Background: an optimization exercise with open tools, aiming at small area, a short achievable clock period and few clock cycles per item. Do not read the settings as production practice. Function was checked by simulation only, so behaviour that the tests miss may differ from the original.

==> v23: inputs <==
==> flow/design.v (excerpt) <==
module lms_two_input_neuron_trainer
(
  input  logic         clk,
  input  logic         rst,
  input  logic         sample_valid,
  output logic         sample_ready,
  input  logic [49:0]  sample,
  output logic         result_valid,
  input  logic         result_ready,
  output logic [104:0] result,
  input  logic         cfg_write,
  input  logic [1:0]   cfg_index,
  input  logic [23:0]  cfg_data
);
make LEC_CHECK=0 ABC_AREA=1 CAP_MARGIN=5 CORE_MARGIN=2 CORE_UTILIZATION=60 SETUP_SLACK_MARGIN=0.4 SLEW_MARGIN=5 finish   # period 7.5 ns
run.sh (not shown) runs the stock make flow with config.mk's settings and CLKGATE_MAP_FILE= SYNTH_SCRIPT=/design/flow/synth_recipe.tcl, a recipe that flattens the netlist after the stock synthesis.
==> v7 (differences from v23) <==
--- a/flow/design.v
+++ b/flow/design.v
@@ -759,36 +759,38 @@
   logic        neg_nx;
   always_comb begin
     y_nx   = x2;
     neg_nx = 1'b0;
     if (take) begin
       y_nx = sample[47:32];
+    end else if (p2) begin
+      y_nx = {1'b0, rate[15:1]};
     end else if (p3) begin
       y_nx   = x1;
       neg_nx = 1'b1;
     end else if (p4) begin
       neg_nx = 1'b1;
     end
   end
   always_ff @(posedge clk) begin
     if (take || (p1 && slot_free) || p2 || p3 || p4) begin
-      code_r <= (p2 && trn_q) ? benc(eclip[16:1]) : (benc(y_nx) ^ {{8{neg_nx}}, 16'h0000});
+      code_r <= benc(y_nx) ^ {{8{neg_nx}}, 16'h0000};
     end
     if (take) begin
       x1     <= sample[47:32];
       x2     <= sample[31:16];
       tgt    <= sample[15:0];
       trn_q  <= (op == 2'd1);
       m_r    <= {{8{w1_nx[23]}}, w1_nx};
       a_r    <= {{8{b1[24]}}, b1, 8'h00};
     end else if (p1 && slot_free) begin
       m_r    <= {{8{w2[23]}}, w2};
       a_r    <= p[40:0];
     end else if (p2) begin
-      m_r    <= {16'h0000, rate};
-      a_r    <= {26'd0, eclip[16], 14'd0};
+      m_r    <= {{15{eclip[16]}}, eclip[16:1], 1'b0};
+      a_r    <= rate[0] ? {{25{eclip[16]}}, eclip[16:1]} : '0;
     end else if (p3) begin
       m_r    <= p[31:0];
       a_r    <= {{2{w1[23]}}, w1, ~x1[15], 14'h3fff};
     end else if (p4) begin
       a_r    <= {{2{w2[23]}}, w2, ~x2[15], 14'h3fff};
     end
Settings changed: SETUP_SLACK_MARGIN 0.4 to unset.
==> v35 (differences from v23) <==
--- a/flow/design.v
+++ b/flow/design.v
@@ -759,36 +759,38 @@
   logic        neg_nx;
   always_comb begin
     y_nx   = x2;
     neg_nx = 1'b0;
     if (take) begin
       y_nx = sample[47:32];
+    end else if (p2) begin
+      y_nx = {1'b0, rate[15:1]};
     end else if (p3) begin
       y_nx   = x1;
       neg_nx = 1'b1;
     end else if (p4) begin
       neg_nx = 1'b1;
     end
   end
   always_ff @(posedge clk) begin
     if (take || (p1 && slot_free) || p2 || p3 || p4) begin
-      code_r <= (p2 && trn_q) ? benc(eclip[16:1]) : (benc(y_nx) ^ {{8{neg_nx}}, 16'h0000});
+      code_r <= benc(y_nx) ^ {{8{neg_nx}}, 16'h0000};
     end
     if (take) begin
       x1     <= sample[47:32];
       x2     <= sample[31:16];
       tgt    <= sample[15:0];
       trn_q  <= (op == 2'd1);
       m_r    <= {{8{w1_nx[23]}}, w1_nx};
       a_r    <= {{8{b1[24]}}, b1, 8'h00};
     end else if (p1 && slot_free) begin
       m_r    <= {{8{w2[23]}}, w2};
       a_r    <= p[40:0];
     end else if (p2) begin
-      m_r    <= {16'h0000, rate};
-      a_r    <= {26'd0, eclip[16], 14'd0};
+      m_r    <= {{15{eclip[16]}}, eclip[16:1], 1'b0};
+      a_r    <= rate[0] ? {{25{eclip[16]}}, eclip[16:1]} : '0;
     end else if (p3) begin
       m_r    <= p[31:0];
       a_r    <= {{2{w1[23]}}, w1, ~x1[15], 14'h3fff};
     end else if (p4) begin
       a_r    <= {{2{w2[23]}}, w2, ~x2[15], 14'h3fff};
     end
Settings changed: PLACE_DENSITY set to 0.66, SETUP_SLACK_MARGIN 0.4 to 0.5.
==> run summary <==
- The lowest critical path depth belongs to v7, the highest to v35.
- Maximum frequency: v35 > v23 > v7.
- Of v35 and v23, v23 has the higher die area (gap about 0.36%, measured against v23).
Testbench counts of v23, summed over its fixed seeds: cycles 13,626, items 3,200.
Testbench counts of v7, summed over its fixed seeds: cycles 13,626, items 3,200.
Testbench counts of v35, summed over its fixed seeds: cycles 13,626, items 3,200.

==> run a: inputs <==
lms_two_input_neuron_trainer with an RTL version that a note above also has.
export LEC_CHECK = 0
export ABC_AREA = 1
export CAP_MARGIN = 5
export CORE_MARGIN = 2
export CORE_UTILIZATION = 60
export SETUP_SLACK_MARGIN = 0.6
export SLEW_MARGIN = 5
create_clock -name core_clock -period 7.5 [get_ports {clk}]
==> inputs of run b, as changes to run a <==
- ABC_AREA: 1 -> default
- CAP_MARGIN: 5 -> 20
- CORE_UTILIZATION: 60 -> 40
- SETUP_SLACK_MARGIN: 0.6 -> default
- SLEW_MARGIN: 5 -> 20
==> inputs of run c, as changes to run a <==
--- a/flow/design.v
+++ b/flow/design.v
@@ -757,42 +757,40 @@
   end
   logic [15:0] y_nx;
   logic        neg_nx;
   always_comb begin
     y_nx   = x2;
     neg_nx = 1'b0;
     if (take) begin
       y_nx = sample[47:32];
-    end else if (p2) begin
-      y_nx = {1'b0, rate[15:1]};
     end else if (p3) begin
       y_nx   = x1;
       neg_nx = 1'b1;
     end else if (p4) begin
       neg_nx = 1'b1;
     end
   end
   always_ff @(posedge clk) begin
     if (take || (p1 && slot_free) || p2 || p3 || p4) begin
-      code_r <= benc(y_nx) ^ {{8{neg_nx}}, 16'h0000};
+      code_r <= (p2 && trn_q) ? benc(eclip[16:1]) : (benc(y_nx) ^ {{8{neg_nx}}, 16'h0000});
     end
     if (take) begin
       x1     <= sample[47:32];
       x2     <= sample[31:16];
       tgt    <= sample[15:0];
       trn_q  <= (op == 2'd1);
       m_r    <= {{8{w1_nx[23]}}, w1_nx};
       a_r    <= {{8{b1[24]}}, b1, 8'h00};
     end else if (p1 && slot_free) begin
       m_r    <= {{8{w2[23]}}, w2};
       a_r    <= p[40:0];
     end else if (p2) begin
-      m_r    <= {{15{eclip[16]}}, eclip[16:1], 1'b0};
-      a_r    <= rate[0] ? {{25{eclip[16]}}, eclip[16:1]} : '0;
+      m_r    <= {16'h0000, rate};
+      a_r    <= {26'd0, eclip[16], 14'd0};
     end else if (p3) begin
       m_r    <= p[31:0];
       a_r    <= {{2{w1[23]}}, w1, ~x1[15], 14'h3fff};
     end else if (p4) begin
       a_r    <= {{2{w2[23]}}, w2, ~x2[15], 14'h3fff};
     end
     if (rfin) begin
       pred_q <= '0;
- SETUP_SLACK_MARGIN: 0.6 -> default
==> impl_metrics.ini <==
[timing]
skew_ns = 0.0371

[clocking]
post-cts-setup-buffers = 3

[synth]
synth-simple-area-share_pct = 16.7
seq_area_frac_synth_pct = 25.7
synth_top_family_by_area = adder cells

[finish]
final_common_cell = nand2_1
regArea_um2 = 8660

[floorplanning]
fp.dieH_um = 241

[outcome]
status = no timing/DRC/antenna violations

[route]
drtIter0Drc = 4301

[placed_design]
pre_cts_slack_ns = -0.0252
the above is filed under run a

==> impl_metrics.ini <==
[placed_design]
pre_cts_slack_ns = -0.731

[synth]
synth_top_family_by_area = compound AO/OA/AOI/OAI gates
synth-simple-area-share_pct = 11.1
seq_area_frac_synth_pct = 25.8

[route]
drtIter0Drc = 3476
firstDrtPassIters = 6

[floorplanning]
fp.dieH_um = 294

[outcome]
status = no timing/DRC/antenna violations

[finish]
fillCellCount = 7805

[timing]
skew_ns = 0.0248
the above is filed under run b

==> impl_metrics.ini <==
[outcome]
status = no timing/DRC/antenna violations

[placed_design]
pre_cts_slack_ns = -0.114

[timing]
skew_ns = 0.0716

[synth]
synth-simple-area-share_pct = 17.2
seq_area_frac_synth_pct = 25.6
synth_top_family_by_area = adder cells

[floorplanning]
fp.dieH_um = 242

[route]
drtIter0Drc = 4735

[finish]
final_common_cell = nand2_1
the above is filed under run c

Testbench counts of run a, summed over its fixed seeds: cycles 13,626, items 3,200.
Testbench counts of run b, summed over its fixed seeds: cycles 13,626, items 3,200.
Testbench counts of run c, summed over its fixed seeds: cycles 13,626, items 3,200.

==> separate check: timing with driven ports <==
The results above use ideal ports. As a check the final layouts listed here were re-extracted and re-timed, cells and wires unchanged.
Step 1: set_driving_cell puts a clkbuf_16 on clk and a buf_2 on each other input, an assumption about the parent block.
Step 2, shift: input delay + t, output delay - t, t = (earliest + latest rising clock arrival at the registers) / 2. This alone moves slack from input paths to output paths.
a / b / c = no drivers / after step 1 / after step 2; a / b = the first two.
run	shift t [ns]	slack for setup (ns)	worst hold slack (ns)	pins driven straight from the clock port
v23	0.645	0.421 / 0.421 / 0.421	0.473 / 0.473 / 0.473	1
v7	0.651	0.228 / 0.228 / 0.228	0.454 / 0.454 / 0.454	1
v35	0.655	0.604 / 0.604 / 0.604	0.455 / 0.455 / 0.455	1
run a	0.651	0.596 / 0.596 / 0.596	0.455 / 0.455 / 0.455	1
run b	0.647	0.132 / 0.132 / 0.132	0.454 / 0.454 / 0.454	1
run c	0.641	0.121 / 0.121 / 0.121	0.474 / 0.474 / 0.474	1
After both steps setup and hold are still met in every run listed.
